This is an optimization exercise on Yosys and OpenROAD, whose aim is small area, a short achievable clock period and few clock cycles per item, not a production implementation.
The RTL was checked by simulation tests, not by an equivalence proof against the original design.
Power and IR drop assume default switching activity.

==> flow/design.v, too long to show whole: its modules and the start of the top module <==
// module fir_sym_mc: 15017 lines
module fir_sym_mc #(
   parameter int WL     = 14,
   parameter int CW     = 14,
   parameter int TAPS   = 37,
   parameter int NCH    = 2,
   parameter int OUT_WL = 20,
   parameter int SHIFT  = 13,
   localparam int F     = (TAPS + 1) / 2,
   localparam int CHW   = (NCH > 1) ? $clog2(NCH) : 1,
   localparam int AW    = (F > 1) ? $clog2(F) : 1
) (
   input  logic                     clk,
   input  logic                     rst,
   input  logic                     in_valid,
   output logic                     in_ready,
   input  logic [CHW-1:0]           in_ch,
   input  logic signed [WL-1:0]     in_data,
   output logic                     out_valid,
   input  logic                     out_ready,
   output logic [CHW-1:0]           out_ch,
   output logic signed [OUT_WL-1:0] out_data,
   output logic                     out_sat,
   input  logic                     coef_we,
   input  logic [AW-1:0]            coef_addr,
   input  logic signed [CW-1:0]     coef_wdata
);
  // ...
==> flow/flow/run.sh <==
#!/bin/bash
# The standard layout (the standard.sh) in two parts, with two changes to how the layout
# is made; the SDC and every other setting are unchanged:
#  1. After the standard synthesis, flow/fixinv.py removes inverters that Yosys's full-adder
#     extraction leaves between full-adder cells (a full adder with all inputs and outputs
#     inverted is the same cell), then the flow goes on from that netlist.
#  2. Setup repair aims below the clock period: repair_timing only works on paths with less
#     slack than SETUP_SLACK_MARGIN, and with the default margin it stops once the 12 ns
#     constraint is met.
set -euo pipefail
R=orfs/results/sky130hd/fir_sym_mc/base
bash standard.sh synth > standard_synth.log 2>&1
cp $R/1_2_yosys.v $R/1_2_yosys.std.v
python3 flow/fixinv.py $R/1_2_yosys.std.v $R/1_2_yosys.v > fixinv.log 2>&1
rm -f $R/1_synth.odb $R/1_synth.sdc
bash standard.sh SETUP_SLACK_MARGIN=8.3 finish > standard_flow.log 2>&1
==> flow/flow/fixinv.py <==
#!/usr/bin/env python3
"""Remove inverters around full-adder cells in a flat sky130 netlist written by Yosys.

A full adder is self-dual: FA(~a, ~b, ~c) = (~cout, ~sum). Each fa cell may therefore be
"flipped" (all inputs and both outputs taken in the other polarity) without changing what the
netlist computes. Likewise an xor2 whose output is wanted inverted becomes an xnor2 (and the
other way round), and an inverted input of an xor2 moves to its output. This script
collapses every inverter into a polarity on the signal it inverts, chooses flips that leave
as few signals needing an inverted copy as it can find (simulated annealing with a fixed
seed, then greedy descent), and rebuilds one inverter per signal that still needs one.
Registers and all other cells are kept as they are.

usage: fixinv.py IN.v OUT.v
"""
import re
import sys
from collections import defaultdict

src = open(sys.argv[1]).read()
src = re.sub(r"\(\*.*?\*\)", "", src, flags=re.S)
m = re.search(r"\bmodule\b(.*?)\bendmodule\b", src, re.S)
body = m.group(1)
stmts = [s.strip() for s in body.split(";")]
header = stmts[0]
OUTPINS = {"X", "Y", "Q", "Q_N", "SUM", "COUT", "HI", "LO", "GCLK"}
INV = re.compile(r"^sky130_fd_sc_hd__(inv|clkinv)_\d+$")
FA = re.compile(r"^sky130_fd_sc_hd__fa_\d+$")
XOR = re.compile(r"^sky130_fd_sc_hd__(xor2|xnor2)_(\d+)$")

decls, cells, assigns = [], [], []
for s in stmts[1:]:
    if not s:
        continue
    w = s.split(None, 1)[0]
    if w in ("input", "output", "wire", "inout", "reg"):
        decls.append(s)
    elif w == "assign":
        assigns.append(s)
    else:
        mm = re.match(r"^(\S+)\s+(\S+)\s*\((.*)\)$", s, re.S)
        assert mm, s[:200]
        pins = {}
        for pm in re.finditer(r"\.(\w+)\s*\(\s*([^()]*?)\s*\)", mm.group(3)):
            pins[pm.group(1)] = pm.group(2).strip()
        cells.append([mm.group(1), mm.group(2), pins])

def norm(n):
    return n.strip()

fixed_nets = set()
for d in decls:
    if d.startswith("output") or d.startswith("input"):
        mm = re.match(r"^(input|output|inout)\s*(\[(\d+):(\d+)\])?\s*(\S+)$", d)
        if mm:
            name = mm.group(5)
            if mm.group(2):
                hi, lo = int(mm.group(3)), int(mm.group(4))
                for b in range(min(hi, lo), max(hi, lo) + 1):
                    fixed_nets.add(f"{name}[{b}]")
            fixed_nets.add(name)
assign_rhs = []
for a in assigns:
    mm = re.match(r"^assign\s+(.*?)\s*=\s*(.*)$", a, re.S)
    lhs, rhs = mm.group(1).strip(), mm.group(2).strip()
    fixed_nets.add(lhs)
    fixed_nets.add(rhs)

driver = {}
for ci, (t, n, pins) in enumerate(cells):
    for p, net in pins.items():
        if p in OUTPINS and net:
            driver[net] = ci

removable = set()
for ci, (t, n, pins) in enumerate(cells):
    if INV.match(t) and pins.get("Y") not in fixed_nets:
        removable.add(ci)

def root(net):
    par = 0
    seen = 0
    while net in driver and driver[net] in removable:
        net = cells[driver[net]][2]["A"]
        par ^= 1
        seen += 1
        assert seen < 100
    return net, par

fa_cells = [ci for ci, c in enumerate(cells) if FA.match(c[0])]
is_fa = set(fa_cells)
xor_cells = [ci for ci, c in enumerate(cells) if XOR.match(c[0])]
is_xor = set(xor_cells)
is_var = is_fa | is_xor
flip = defaultdict(int)
# consumers: (cell index, pin) -> (root, par)
cons = []
for ci, (t, n, pins) in enumerate(cells):
    if ci in removable:
        continue
    for p, net in pins.items():
        if p in OUTPINS or not net:
            continue
        r, par = root(net)
        cons.append((ci, p, r, par))
cons_by_root = defaultdict(list)
cons_by_cell = defaultdict(list)
for k, (ci, p, r, par) in enumerate(cons):
    cons_by_root[r].append(k)
    cons_by_cell[ci].append(k)

def phys(r):
    d = driver.get(r)
    return flip[d] if d in is_var else 0

def need_inv(k):
    ci, p, r, par = cons[k]
    if ci in is_xor:
        return False
    want = par ^ (flip[ci] if ci in is_fa else 0)
    return want != phys(r)

def root_cost(r):
    return 1 if any(need_inv(k) for k in cons_by_root[r]) else 0

def local_roots(f):
    rs = set()
    for k in cons_by_cell[f]:
        rs.add(cons[k][2])
    for p in ("SUM", "COUT", "X", "Y"):
        net = cells[f][2].get(p)
        if net:
            rs.add(net)
    return rs

before = sum(root_cost(r) for r in cons_by_root)
import random, math
rng = random.Random(1)
order = list(fa_cells) + list(xor_cells)
cur = before
T0, T1, N = 1.5, 0.05, 80
for it in range(N):
    T = T0 * (T1 / T0) ** (it / (N - 1))
    rng.shuffle(order)
    for f in order:
        rs = local_roots(f)
        c0 = sum(root_cost(r) for r in rs)
        flip[f] ^= 1
        c1 = sum(root_cost(r) for r in rs)
        d = c1 - c0
        if d <= 0 or rng.random() < math.exp(-d / T):
            cur += d
        else:
            flip[f] ^= 1
for it in range(10):
    for f in order:
        rs = local_roots(f)
        c0 = sum(root_cost(r) for r in rs)
        flip[f] ^= 1
        c1 = sum(root_cost(r) for r in rs)
        if c1 >= c0:
            flip[f] ^= 1
after = sum(root_cost(r) for r in cons_by_root)
print(f"fixinv: {len(removable)} inverters removed, signals needing an inverted copy "
      f"{before} -> {after}, {sum(flip.values())} of {len(fa_cells)} adders flipped",
      file=sys.stderr)

# rebuild
newinv = {}
for g in xor_cells:
    t, n, pins = cells[g]
    mm = XOR.match(t)
    dev = flip[g]
    for k in cons_by_cell[g]:
        ci, p, r, par = cons[k]
        dev ^= par ^ phys(r)
    if dev:
        kind = "xnor2" if mm.group(1) == "xor2" else "xor2"
        cells[g][0] = f"sky130_fd_sc_hd__{kind}_{mm.group(2)}"
        # xor2 drives X, xnor2 drives Y
        po, pn = ("X", "Y") if kind == "xnor2" else ("Y", "X")
        cells[g][2] = {(pn if p == po else p): v for p, v in pins.items()}
new_decls = []
new_cells = []
for k, (ci, p, r, par) in enumerate(cons):
    if need_inv(k):
        if r not in newinv:
            i = len(newinv)
            newinv[r] = f"fxinv_n{i}"
            new_decls.append(f"wire fxinv_n{i}")
            new_cells.append(["sky130_fd_sc_hd__inv_1", f"fxinv_{i}", {"A": r, "Y": f"fxinv_n{i}"}])
        cells[ci][2][p] = newinv[r]
    else:
        cells[ci][2][p] = r
out = ["module " + header + ";"]
out += ["  " + d + " ;" for d in decls + new_decls]
for ci, (t, n, pins) in enumerate(cells + new_cells):
    if ci in removable:
        continue
    pl = ",\n".join(f"    .{p}({v} )" for p, v in pins.items())
    out.append(f"  {t} {n} (\n{pl}\n  );")
out += ["  " + a + " ;" for a in assigns]
out.append("endmodule")
open(sys.argv[2], "w").write("\n".join(out) + "\n")
==> flow/standard.sh <==
#!/bin/bash
# synth_recipe.tcl (not shown) runs the flow's synth.tcl, then flattens the netlist and writes it again
# the make line also repeats each setting of config.mk as NAME=value (left out here)
make -C /OpenROAD-flow-scripts/flow DESIGN_CONFIG=/design/flow/config.mk WORK_HOME=/design/flow/orfs CLKGATE_MAP_FILE= SYNTH_SCRIPT=/design/flow/synth_recipe.tcl "${@:-finish}"
==> flow/config.mk <==
export PLATFORM = sky130hd
export DESIGN_NAME = fir_sym_mc
export DESIGN_NICKNAME = fir_sym_mc
export VERILOG_FILES = /design/flow/design.v
export SDC_FILE = /design/flow/constraint.sdc
export NUM_CORES = 4
export LEC_CHECK = 0
export CAP_MARGIN = 20
export CORE_MARGIN = 2
export CORE_UTILIZATION = 60
export SLEW_MARGIN = 20
==> flow/constraint.sdc <==
create_clock -name core_clock -period 12.0 [get_ports {clk}]
set_input_delay 2.4000 -clock core_clock [delete_from_list [all_inputs] [get_ports {clk}]]
set_output_delay 2.4000 -clock core_clock [all_outputs]
set_load 0.01 [all_outputs]
==> results.cfg, run 1 <==
[worst_hold_path]
hold_end = m5017
whs_path_depth = 0

[pwr]
combPwrFrac_pct = 61.6
top_power_group = combinational cells
p_switching_mw = 25.4

[drt]
dr_wl_met2_um = 286000
wl_met1_um = 247000
via_per_inst = 7.23
drtIter0Drc = 25202
vias = 126176

[sta]
maxSlewViolCount = 3
period_share_pct = 32.4
final.setup.tns_ns = 0
post-route-min-period_ns = 3.89
setup-violations-final = 0

[finish]
finalNonFillerCells = 17449
largest_class = multi-input gates
seq_share_pct = 34.2
nFillCells = 18802
post_route_cells_drive_above_1_share_pct = 17.0
seq_cells = 2498
clkbuf_count = 374
reg_top3 = ln0 (504), ln1 (504), bq (110)
postLayoutCellArea_um2 = 192000

[flow_run]
cap_violations = 1

[clock_network]
hold_buffers = 0

[synthesis]
synth_area_um2 = 167000

[run_status]
so_faults = max-capacitance violations, max-slew violations
status = complete, but fails checks

[global_route]
use_met2_pct = 67.8
grt_max_degree = 181

[worst_setup_path]
endpoint = out_data[14]
start_kind = flop
critPathArrivalTime_ns = 1.49
worstPathCellList = buf_2
endpoint_kind = primary output

[placed_design]
place_congestion = 1.19
Testbench counts, summed over its fixed seeds: cycles 2,088, items 2,048.
==> run 2, diff against run 1 <==
--- a/flow/design.v
+++ b/flow/design.v
@@ -14975,43 +14975,46 @@
       end else if (yv < -21'sd524288) begin
          r_data = 20'h80000; r_sat = 1'b1;
       end else begin
          r_data = yv[19:0]; r_sat = 1'b0;
       end
    end
    logic push;
    assign push = c10_v;
-   localparam int NB = 5;
-   logic [21:0] hd;
-   logic        hv;
-   logic [21:0] bq [NB];
-   logic [2:0] wp, rp;
-   logic [2:0]  bc;
-   logic [21:0] nd, bh, hsrc;
-   logic        take, bnz;
+   localparam int NQ = 6;
+   logic [21:0] qm [NQ];
+   logic [2:0] wp, rp, rp1;
+   logic [3:0]  qn, qn_up, qn_dn;
+   logic [21:0] nd, q_stay, q_adv, od;
+   logic        ov;
    assign nd = {c10_ch, r_sat, r_data};
-   assign pop = hv & out_ready;
-   assign take = ~hv | out_ready;
-   assign bnz = (bc != 3'd0);
-   assign bh = bq[rp];
-   assign hsrc = bnz ? bh : nd;
-   assign out_valid = hv;
-   assign out_ch = hd[21];
-   assign out_sat = hd[20];
-   assign out_data = hd[19:0];
+   assign pop = ov & out_ready;
+   assign rp1 = (rp == NQ - 1) ? '0 : rp + 1'b1;
+   assign q_stay = (push && wp == rp) ? nd : qm[rp];
+   assign q_adv = (push && wp == rp1) ? nd : qm[rp1];
+   assign qn_up = qn + {3'd0, push};
+   assign qn_dn = qn_up - 4'd1;
+   assign out_valid = ov;
+   assign out_ch = od[21];
+   assign out_sat = od[20];
+   assign out_data = od[19:0];
    always_ff @(posedge clk) begin
-      if (push) bq[wp] <= nd;
-      if (take) hd <= hsrc;
+      if (push) qm[wp] <= nd;
+      od <= pop ? q_adv : q_stay;
       if (rst) begin
-         hv <= 1'b0;
+         ov <= 1'b0;
          wp <= '0;
          rp <= '0;
-         bc <= 3'd0;
+         qn <= 4'd0;
       end else begin
-         if (take) hv <= bnz | push;
-         if (push & ~(take & ~bnz)) wp <= (wp == NB - 1) ? '0 : wp + 1'b1;
-         if (take & bnz) rp <= (rp == NB - 1) ? '0 : rp + 1'b1;
-         if ((push & ~(take & ~bnz)) & ~(take & bnz)) bc <= bc + 3'd1;
-         else if (~(push & ~(take & ~bnz)) & (take & bnz)) bc <= bc - 3'd1;
+         if (push) wp <= (wp == NQ - 1) ? '0 : wp + 1'b1;
+         if (pop) begin
+            rp <= rp1;
+            qn <= qn_dn;
+            ov <= (qn_dn != 4'd0);
+         end else begin
+            qn <= qn_up;
+            ov <= (qn_up != 4'd0);
+         end
       end
    end
 endmodule
==> results.cfg, run 2 <==
[run_status]
status = finished clean

[finish]
final_cell_mix = xnor2_1, fa_1, a22oi_1
final_common_cell = xnor2_1
post_route_cells_drive_above_1_share_pct = 17.8
reg_top3 = ln0 (504), ln1 (504), qm (132)
finalNonFillerCells = 17533
nNetsFinal = 15997
area_delta_synth_final_pct = 15.3

[floorplanning]
start_util_pct = 60.3
ios = 63
dieArea_um2 = 285000
rows = 194
die_w_um = 534
fp.dieH_um = 534
core_area_um2 = 279000

[global_route]
antenna_found_initial = 111
grt_overflow = 0
grt_max_degree = 190
grt_first_pass_wirelength_um = 1030000
grt_pass1_vias = 123260
gr-usage-all-layers_pct = 53.2

[worst_setup_path]
endpoint_kind = flop
critPathTopFamily = adder cells
start_kind = flop
slowest_stage = fa_1
critical-path-max-stage-delay_ns = 0.90
worstPathCellList = a22oi_1, xnor2_1, fa_1, fa_1, fa_1, fa_1
r2r-start = pk0[4]
path_buf_inv = 0
critPathArrivalTime_ns = 4.68
cp.required_ns = 12.82
critPathLaunch = pk0[4]
crit_fanout = 14
cp_common_cell = fa_1
crit_type = flop to flop

[drt]
drc = 0
top_layer = met5
totalWireLength_um = 777000
drtIter0Drc = 25914
antenna_left = 0
via_per_inst = 7.37
vias = 129296
routedWlPerCell_um = 44.3
wl_met1_um = 257000
dr_wl_met2_um = 301000
dr_wl_met3_um = 140000
firstDrtPassIters = 11

[clock_network]
clock-sinks = 2521
cts_root_buffer = clkbuf_16
clkTransAtPathRegs_ns = 0.06
hold_buffers = 0
h-tree-depth = 5
cts_max_path_buffers = 4
numCtsBuffers = 275
cts_tree = yes
clk_latency_ns = 0.98

[synthesis]
yosys_warnings = 4
synth_area_um2 = 168000
synthCells = 12879
avgSynthCellArea_um2 = 13.1

[pwr]
power.leakage_nw = 70.1
ir_drop_v = 0.00129
power_density_nw_per_um2 = 299

[sta]
worst_pin_slew_ns = 1.42
post-route-min-period_ns = 3.87
rsz0062_at_grt = yes
fmaxAchievable_mhz = 259
setup-violations-final = 0
hold_viol = 0
fin_worst_skew_ns = 0.0908
relSlewSlack_pct = 4.95
final.setup.tns_ns = 0
maxSlewViolCount = 0
period_share_pct = 32.2

[flow_run]
cap_violations = 0

[placed_design]
portBuffers = 62
dpl.cell_count = 15745
hpwl_um = 584000
place_congestion = 1.20

[worst_hold_path]
min_from = m3665
hold_path.class = flop to flop
-- run 2: final timing paths --
kind | to | slack (ns) | depth (start not counted)
setup reg to reg | m3938 | 8.13 | 6
setup / recovery | m3938 | 8.13 | 6
hold reg to reg | m5015 | 0.34 | 0
hold / removal | m5015 | 0.34 | 0
-- run 2: cell type report --
class / count / area, µm²
diodes: 114 / 285
clock buffers: 364 / 7650
clock inverters: 137 / 1740
fillers: 18815 / 85200
inverters: 194 / 779
multi-input cells: 9137 / 99200
flip-flops and latches: 2521 / 66200
well taps: 3724 / 4660
repair buffers: 1342 / 13600
-- run 2: worst register-to-register path, stage by stage, from the launching register on --
cell and delay (ns):
dfxtp_2 0.74, a22oi_1 0.24, xnor2_1 0.22, fa_1 0.50, fa_1 0.59, fa_1 0.90
fa_1 0.53
-- run 2: timing repair --
item | in CTS | in global routing
setup endpoints to repair | 1161 | 626
gates resized for setup | 453 | 273
endpoints found under the hold margin | 0 | 0
gates cloned | 2 | 5
setup buffers | 858 | 307
pin swaps | 12 | 34
-- run 2: metal layers --
layer | track usage, % | up-vias
li1 | - | 47428
met1 | 65.9 | 64452
met2 | 70.4 | 13826
met3 | 27.8 | 3530
met4 | 38.9 | 60
met5 | 1.87 | -
-- run 2: power breakdown --
part	total (mW)	internal, mW	switching [mW]
clock	9.00	5.08	3.92
combinational	36.4	14.5	21.9
sequential	12.7	11.8	0.927
total	58.1	31.3	26.8
-- run 2: metrics by stage --
| step | area (µm²) | power, mW | hold WS [ns] | utilization, % | setup WS [ns] |
|---|---|---|---|---|---|
| after floorplan | 168000 | 29.9 | 0.310 | - | 8.26 |
| after global placement | 171000 | 45.5 | 0.311 | 61.2 | 7.09 |
| after detailed placement | 171000 | 46.3 | 0.319 | 61.2 | 7.13 |
| after CTS | 190000 | 56.0 | 0.332 | 67.9 | 8.19 |
| after global routing | 194000 | 60.0 | 0.349 | 69.4 | 8.14 |
| final | 194000 | 58.1 | 0.339 | 69.5 | 8.13 |
Testbench counts of run 2, summed over its fixed seeds: cycles 2,088, items 2,048.
==> run 3, diff against run 2 <==
--- a/flow/config.mk
+++ b/flow/config.mk
@@ -9,3 +9,5 @@
 export CORE_MARGIN = 2
 export CORE_UTILIZATION = 60
+export CTS_CLUSTER_DIAMETER = 100
+export CTS_CLUSTER_SIZE = 20
 export SLEW_MARGIN = 20
==> results.cfg, run 3 <==
[worst_hold_path]
min_from = m3667
hold_path.class = flop to flop

[finish]
nFillCells = 19406
reg_top3 = ln0 (504), ln1 (504), qm (132)
post-route-util_pct = 67.8
post_route_cells_drive_above_1_share_pct = 16.0
final_common_cell = xnor2_1
final_cell_mix = xnor2_1, fa_1, a22oi_1
area_delta_synth_final_pct = 12.5
nNetsFinal = 15872

[sta]
hold_viol = 0
maxSlewViolCount = 0
post-route-min-period_ns = 3.82
whs_ns = 0.335
relSlewSlack_pct = 9.16
setup-violations-final = 0
rsz0062_at_grt = yes
period_share_pct = 31.8
fin_worst_skew_ns = 0.0752
final.setup.tns_ns = 0
fmaxAchievable_mhz = 262
worst_pin_slew_ns = 1.35

[drt]
firstDrtPassIters = 17
via_per_inst = 7.39
drc = 0
totalWireLength_um = 767000
vias = 127804
drtIter0Drc = 26561
antenna_left = 0
routedWlPerCell_um = 44.3

[worst_setup_path]
start_kind = flop
r2r-start = s0_ch
crit_fanout = 14
r2r_slack_ns = 8.18
cp.required_ns = 12.73
crit_type = flop to flop
endpoint_kind = flop
critPathArrivalTime_ns = 4.55
critPathLaunch = s0_ch

[global_route]
antenna_found_initial = 91
gr-usage-all-layers_pct = 52.8
grt_pass1_vias = 121456
grt_overflow = 0
grt_first_pass_wirelength_um = 1020000
grt_max_degree = 190

[synthesis]
synthCells = 12879
yosys_warnings = 4
avgSynthCellArea_um2 = 13.1
synth_area_um2 = 168000

[floorplanning]
rows = 194
start_util_pct = 60.3
fp.dieH_um = 534
die_w_um = 534
core_area_um2 = 279000
dieArea_um2 = 285000
ios = 63

[pwr]
p_total_mw = 54.7
power.leakage_nw = 67.8
power_density_nw_per_um2 = 289
ir_drop_v = 0.00126

[clock_network]
hold_buffers = 0
cts_tree = yes
clkTransAtPathRegs_ns = 0.08
cts_max_path_buffers = 4
cts_root_buffer = clkbuf_16
numCtsBuffers = 157
h-tree-depth = 4
clk_latency_ns = 0.94
clock-sinks = 2521

[placed_design]
hpwl_um = 584000
portBuffers = 62
place_congestion = 1.20

[run_status]
status = finished clean

[flow_run]
cap_violations = 0
==> run 3: metrics by stage <==
stage	instances	instance area (µm²)	setup WS, ns
after detailed placement	15745	171000	7.13
after global routing	17235	189000	8.00
final	17299	189000	8.18
after CTS	16936	186000	8.21
after global placement	15744	171000	7.09
after floorplan	12884	168000	8.26
==> run 3: worst paths after layout <==
| path | end | cells past startpoint |
|---|---|---|
| max | pk0[10] | 14 |
| min | m5017 | 0 |
| max reg2reg | pk0[10] | 14 |
| min reg2reg | m5017 | 0 |
==> run 3: worst max-delay path: stages, from the launching register on <==
cell and delay [ns]:
dfxtp_4 0.37, buf_4 0.15, buf_12 0.15, and2_2 0.34, a22o_1 0.34, ha_1 0.23
fa_1 0.43, a21oi_1 0.15, nor2_1 0.06, nor2_1 0.17, o21bai_1 0.14, a31o_2 0.28
a41oi_1 0.25, nor2b_1 0.19, xnor2_1 0.38
==> run 3: repair_timing <==
action	4_1_cts	5_1_grt
endpoints found under the hold margin	0	0
setup endpoints to repair	1150	445
setup buffers	914	245
pin swaps	5	34
cloned	3	4
gates resized for setup	452	236
==> run 3: layout make-up <==
cell class,instances,area [µm²],share of cell area [%]
timing repair buffer,1334,13600,7.20
sequential,2521,66200,35.0
tap,3724,4660,2.46
inverter,194,776,0.409
clock inverter,29,415,0.219
clock buffer,245,4440,2.34
antenna,114,285,0.151
multi-input combinational,9138,99000,52.3
==> run 3: per-layer routing <==
| metal | share of wire, % | wire length (µm) | global-route usage [%] | vias up |
|---|---|---|---|---|
| met2 | 39 | 297000 | 69.8 | 13372 |
| met4 | 10 | 76800 | 38.2 | 40 |
| met1 | 33 | 257000 | 66.6 | 63976 |
| met3 | 18 | 135000 | 26.1 | 3375 |
| met5 | 0.076 | 586 | 1.30 | - |
| li1 | - | - | - | 47041 |
==> run 3: where the power goes <==
part | internal, mW | switching, mW | leakage (nW) | total [mW]
sequential | 11.7 | 0.920 | 22.8 | 12.7
combinational | 14.4 | 21.8 | 42.6 | 36.2
clock | 2.65 | 3.18 | 2.33 | 5.83
total | 28.8 | 25.9 | 67.8 | 54.7
==> run 4, diff against run 3 <==
--- a/flow/flow/run.sh
+++ b/flow/flow/run.sh
@@ -14,3 +14,3 @@
 python3 flow/fixinv.py $R/1_2_yosys.std.v $R/1_2_yosys.v > fixinv.log 2>&1
 rm -f $R/1_synth.odb $R/1_synth.sdc
-bash standard.sh SETUP_SLACK_MARGIN=8.3 finish > standard_flow.log 2>&1
+bash standard.sh SETUP_SLACK_MARGIN=8.2 finish > standard_flow.log 2>&1
==> results.cfg, run 4 <==
[global_route]
antenna_found_initial = 109
grt_first_pass_wirelength_um = 1010000
grt_use_met1_pct = 65.9
grt_max_degree = 180
grt_overflow = 0
met3_usage_pct = 25.3
grt_most_used_layer = met2
use_met2_pct = 69.9
gr-usage-all-layers_pct = 52.2
grt_pass1_vias = 119555

[pwr]
power_density_nw_per_um2 = 285
p_int_mw = 28.2
p_total_mw = 53.5
p_clk_share_pct = 11.0
power.leakage_nw = 66.9
p_switching_mw = 25.3
ir_drop_v = 0.00113
seq_power_share_pct = 23.8
power_switching_share_pct = 47.3
combPwrFrac_pct = 65.1

[clock_network]
h-tree-depth = 4
clk_latency_ns = 0.94
clock-sinks = 2521
clkTransAtPathRegs_ns = 0.09
cts_root_buffer = clkbuf_16
cts_tree = yes
numCtsBuffers = 159
cts_max_path_buffers = 4

[worst_setup_path]
reg2regPathDepth = 7
endpoint_kind = flop
start_kind = flop
crit_fanout = 7
cp.required_ns = 12.81
r2r-start = cb11[6]
r2r_end = m4013
critPathArrivalTime_ns = 4.82
crit_type = flop to flop
r2r_slack_ns = 7.99

[sta]
hold_viol = 0
post-route-min-period_ns = 4.01
setup-violations-final = 0
worst_pin_slew_ns = 1.44
post-route-worst-setup-slack_ns = 7.99
fmaxAchievable_mhz = 250
rsz0062_at_grt = yes
maxSlewViolCount = 0
period_share_pct = 33.4
whs_ns = 0.332
relSlewSlack_pct = 3.06
fin_worst_skew_ns = 0.0578
final.setup.tns_ns = 0

[finish]
multi_input_area_um2 = 98800
final_cell_mix = fa_1, xnor2_1, a22oi_1
reg_top3 = ln0 (504), ln1 (504), qm (132)
post-route-util_pct = 67.2
area_delta_synth_final_pct = 11.5
nFillCells = 19402
regArea_um2 = 66200
post_route_cells_drive_above_1_share_pct = 14.1
final_common_cell = fa_1
postLayoutCellArea_um2 = 188000
nNetsFinal = 15704
finalNonFillerCells = 17172

[synthesis]
yosys_warnings = 4
synth_area_um2 = 168000
synthCells = 12879
avgSynthCellArea_um2 = 13.1

[placed_design]
place_area_um2 = 171000
dpl.cell_count = 15741
portBuffers = 62
post-place-ws_ns = 6.91
hpwl_um = 582000
place_congestion = 1.15

[drt]
antenna_left = 0
drc = 0
totalWireLength_um = 764000
drtIter0Drc = 25807
via_per_inst = 7.43
vias = 127587
firstDrtPassIters = 11
routedWlPerCell_um = 44.5

[floorplanning]
start_util_pct = 60.3
core_area_um2 = 279000
ios = 63
die_w_um = 534
rows = 194
fp.dieH_um = 534
dieArea_um2 = 285000

[worst_hold_path]
min_from = m3665
hold_path.class = flop to flop
whs_path_depth = 0
hold_end = m5015

[run_status]
status = finished clean

[flow_run]
cap_violations = 0
[run 4: cell types whose count changed in the layout (fill, tap and decap cells not counted), moves of 4 or more]
cell	before	now
fa_1	2032	2091
buf_6	23	12
dfxtp_2	278	247
diode_2	114	155
buf_12	262	240
dfxtp_1	698	732
fa_2	86	27
nor2b_4	18	13
buf_2	7	17
buf_4	991	847
clkinv_8	5	9
[run 4: per-layer routing]
metal / up-vias / part of all wire, %
li1: 46777 / -
met1: 63513 / 33
met2: 13819 / 39
met3: 3426 / 18
met4: 52 / 9.9
met5: - / 0.078
[run 4: layout make-up]
cell class	count	area share (%)
antenna	155	0.207
clock buffer	245	2.37
clock inverter	31	0.239
inverter	194	0.416
multi-input combinational	9137	52.6
sequential	2521	35.3
tap	3724	2.48
timing repair buffer	1165	6.40
[run 4: how the worst max path moves through the flow]
stage / slack [ns] / endpoint / startpoint
3_3_place_gp: 6.93 / in_ready_q / out_ready
2_1_floorplan: 8.22 / in_ready_q / out_ready
4_1_cts: 8.03 / pk9[13] / s0_ch
6_report: 7.99 / m4013 / cb11[6]
3_5_place_dp: 6.91 / in_ready_q / out_ready
5_1_grt: 8.01 / m4013 / cb11[6]
[run 4: power by group through the flow]
stage          logic, mW  registers, mW  clock network (mW)
5_1_grt             36.7           12.8                6.14
4_1_cts             33.3           12.8                5.84
6_report            34.9           12.7                5.91
2_1_floorplan       17.5           12.5                   0
3_5_place_dp        32.7           13.2                   0
3_3_place_gp        32.1           13.2                   0
[run 4: worst max-delay path: stages, from the launching register on]
cell and delay (ns):
edfxtp_1 0.47, buf_4 0.21, o21ai_1 0.25, xor2_1 0.46
fa_1 0.63, fa_1 0.76, fa_1 0.59, fa_1 0.52
[run 4: timing repair]
action / 4_1_cts / 5_1_grt
setup endpoints to repair: 593 / 526
gates cloned: 1 / 3
gates resized for setup: 308 / 257
hold buffers: 0 / 0
buffers inserted: 544 / 449
pin swaps: 3 / 26
==> run 5, diff against run 4 <==
--- a/flow/config.mk
+++ b/flow/config.mk
@@ -9,5 +9,3 @@
 export CORE_MARGIN = 2
 export CORE_UTILIZATION = 60
-export CTS_CLUSTER_DIAMETER = 100
-export CTS_CLUSTER_SIZE = 20
 export SLEW_MARGIN = 20
==> results.cfg, run 5 <==
[pwr]
p_switching_mw = 26.2
p_int_mw = 30.9
power_density_nw_per_um2 = 298
combPwrFrac_pct = 61.5
power_switching_share_pct = 45.9
p_clk_share_pct = 16.1
seq_power_share_pct = 22.4
power.leakage_nw = 68.8
ir_drop_v = 0.00110

[sta]
relSlewSlack_pct = 12.8
fin_worst_skew_ns = 0.0720
setup-violations-final = 0
maxSlewViolCount = 0
post-route-min-period_ns = 4.02
worst_pin_slew_ns = 1.30
hold_viol = 0
final.setup.tns_ns = 0
period_share_pct = 33.5
rsz0062_at_grt = yes
fmaxAchievable_mhz = 249

[clock_network]
cts_max_path_buffers = 4
clkTransAtPathRegs_ns = 0.06
cts_tree = yes
hold_buffers = 0
clock-sinks = 2521
h-tree-depth = 5
numCtsBuffers = 279
clk_latency_ns = 0.99
cts_root_buffer = clkbuf_16

[floorplanning]
fp.dieH_um = 534
ios = 63
dieArea_um2 = 285000
die_w_um = 534
core_area_um2 = 279000
start_util_pct = 60.3
rows = 194

[placed_design]
portBuffers = 62
place_area_um2 = 171000
place_congestion = 1.15
hpwl_um = 582000

[finish]
nNetsFinal = 15760
final_common_cell = fa_1
post_route_cells_drive_above_1_share_pct = 15.1
reg_top3 = ln0 (504), ln1 (504), qm (132)
postLayoutCellArea_um2 = 192000
area_delta_synth_final_pct = 13.8
final_cell_mix = fa_1, xnor2_1, a22oi_1
nFillCells = 18863

[run_status]
status = finished clean

[worst_setup_path]
cp_common_cell = fa_1
slowest_stage = fa_1
critical-path-max-stage-delay_ns = 0.74
endpoint_kind = flop
critPathArrivalTime_ns = 4.82
worstPathCellList = buf_4, a22oi_1, xnor2_1, fa_1, fa_1, fa_1, fa_1
cp.required_ns = 12.80
r2r-start = cb10[7]
start_kind = flop
crit_fanout = 9
crit_type = flop to flop
critPathLaunch = cb10[7]

[synthesis]
synth_area_um2 = 168000
avgSynthCellArea_um2 = 13.1
synthCells = 12879
yosys_warnings = 4

[flow_run]
cap_violations = 0

[global_route]
gr-usage-all-layers_pct = 52.6
grt_first_pass_wirelength_um = 1010000
grt_use_met1_pct = 65.8
grt_most_used_layer = met2
grt_pass1_vias = 121039
grt_overflow = 0
antenna_found_initial = 109
met3_usage_pct = 26.2
use_met2_pct = 70.7
grt_max_degree = 180

[drt]
vias = 128604
antenna_left = 0
drtIter0Drc = 25943
via_per_inst = 7.41
routedWlPerCell_um = 44.5
drc = 0
totalWireLength_um = 773000
firstDrtPassIters = 15

[worst_hold_path]
min_from = m3666
hold_path.class = flop to flop
[run 5: changes by cell type in the layout (fill, tap and decap cells not counted), moves of 12 or more]
cell / previous run / this run
clkbuf_8: 4 / 27
buf_12: 240 / 221
clkinv_2: 2 / 39
clkinv_1: 0 / 13
and2_4: 24 / 12
bufinv_16: 2 / 29
clkbuf_16: 167 / 287
clkinvlp_4: 3 / 15
buf_4: 847 / 805
clkbuf_1: 77 / 63
[run 5: path summary, 6_finish.rpt]
path | end | slack, ns | cells past startpoint
worst min-delay path | m5016 | 0.33 | 0
worst max register to register | m3844 | 7.98 | 7
worst min register to register | m5016 | 0.33 | 0
worst max-delay path | m3844 | 7.98 | 7
[run 5: timing repair]
action,in CTS,in global routing
cloned,0,2
endpoints found under the setup margin,588,534
pin swaps,0,5
resized for setup,287,239
buffers inserted,495,436
[run 5: power groups by stage]
stage / Sequential [mW] / Clock (mW) / Combinational, mW
6_report: 12.8 / 9.21 / 35.1
5_1_grt: 12.9 / 9.45 / 36.8
4_1_cts: 12.9 / 9.10 / 33.3
3_5_place_dp: 13.2 / 0 / 32.7
3_3_place_gp: 13.2 / 0 / 32.1
2_1_floorplan: 12.5 / 0 / 17.5
[run 5: final cells by class]
class                      count  area (µm²)  share of cell area, %
tap                         3724        4660                   2.43
timing repair buffer        1101       11300                   5.90
multi-input combinational   9137       98700                   51.5
clock inverter               138        1860                  0.970
sequential                  2521       66200                   34.5
inverter                     194         776                  0.405
clock buffer                 375        7740                   4.04
antenna                      155         388                  0.202
[run 5: critical path: cells and delay by family (launching register included)]
kind                       cells  cell delay (ns)
AOI/OAI and AO/OA              1             0.21
buffers and inverters          1             0.24
xor gates and xnor gates       1             0.20
adders and majority gates      4             2.59
DFF                            1             0.59
[run 5: through the flow]
step	util, %	hold WS (ns)	worst slack, ns	total power [mW]	std cells
after floorplan	-	0.310	8.22	29.9	12884
after global placement	61.2	0.314	6.93	45.2	15741
after detailed placement	61.2	0.315	6.91	45.9	15741
after CTS	66.5	0.331	8.05	55.2	16749
after global routing	68.5	0.344	7.94	59.1	17266
final	68.6	0.328	7.98	57.1	17345
[run 5: metal layers]
metal	vias up	share of wire [%]	routed length (µm)
li1	47031	-	-
met1	63916	33	254000
met2	13926	39	304000
met3	3655	18	138000
met4	76	9.8	76000
met5	-	0.097	749

==> afterwards: timing with drivers on the ports <==
The results above use ideal ports. As a check the final layouts listed here were re-extracted and re-timed, cells and wires unchanged.
Step 1 sets driving cells, clkbuf_16 on the clock port and buf_2 on the other inputs (assumed; they add their load-dependent delay and slew).
Step 2 moves the port delays by t, midway between the first and last clock arrival at a register: inputs arrive t later, outputs are due t later. That takes back most of the time a late clock gives input paths.
Slacks: ideal ports / drivers / drivers and shift; pairs: ideal ports / drivers.
| run | t (ns) | setup WS [ns] | hold slack, ns | worst register clock-pin slew, ns | cell pins on the clock port's net |
|---|---|---|---|---|---|
| run 1 | 1.055 | 8.110 / 7.993 / 7.526 | 0.328 / 0.328 / 0.328 | 0.08 / 0.08 | 1 |
| run 2 | 1.062 | 8.133 / 8.044 / 7.406 | 0.339 / 0.339 / 0.339 | 0.08 / 0.08 | 1 |
| run 3 | 1.029 | 8.181 / 8.108 / 7.452 | 0.335 / 0.335 / 0.335 | 0.11 / 0.11 | 1 |
| run 4 | 1.021 | 7.992 / 7.992 / 7.317 | 0.332 / 0.332 / 0.332 | 0.10 / 0.10 | 1 |
| run 5 | 1.076 | 7.977 / 7.977 / 7.378 | 0.328 / 0.328 / 0.328 | 0.08 / 0.08 | 1 |
For run 3, which loses most, drivers alone change the setup slack by -0.073 ns; drivers and shift together by -0.729 ns.
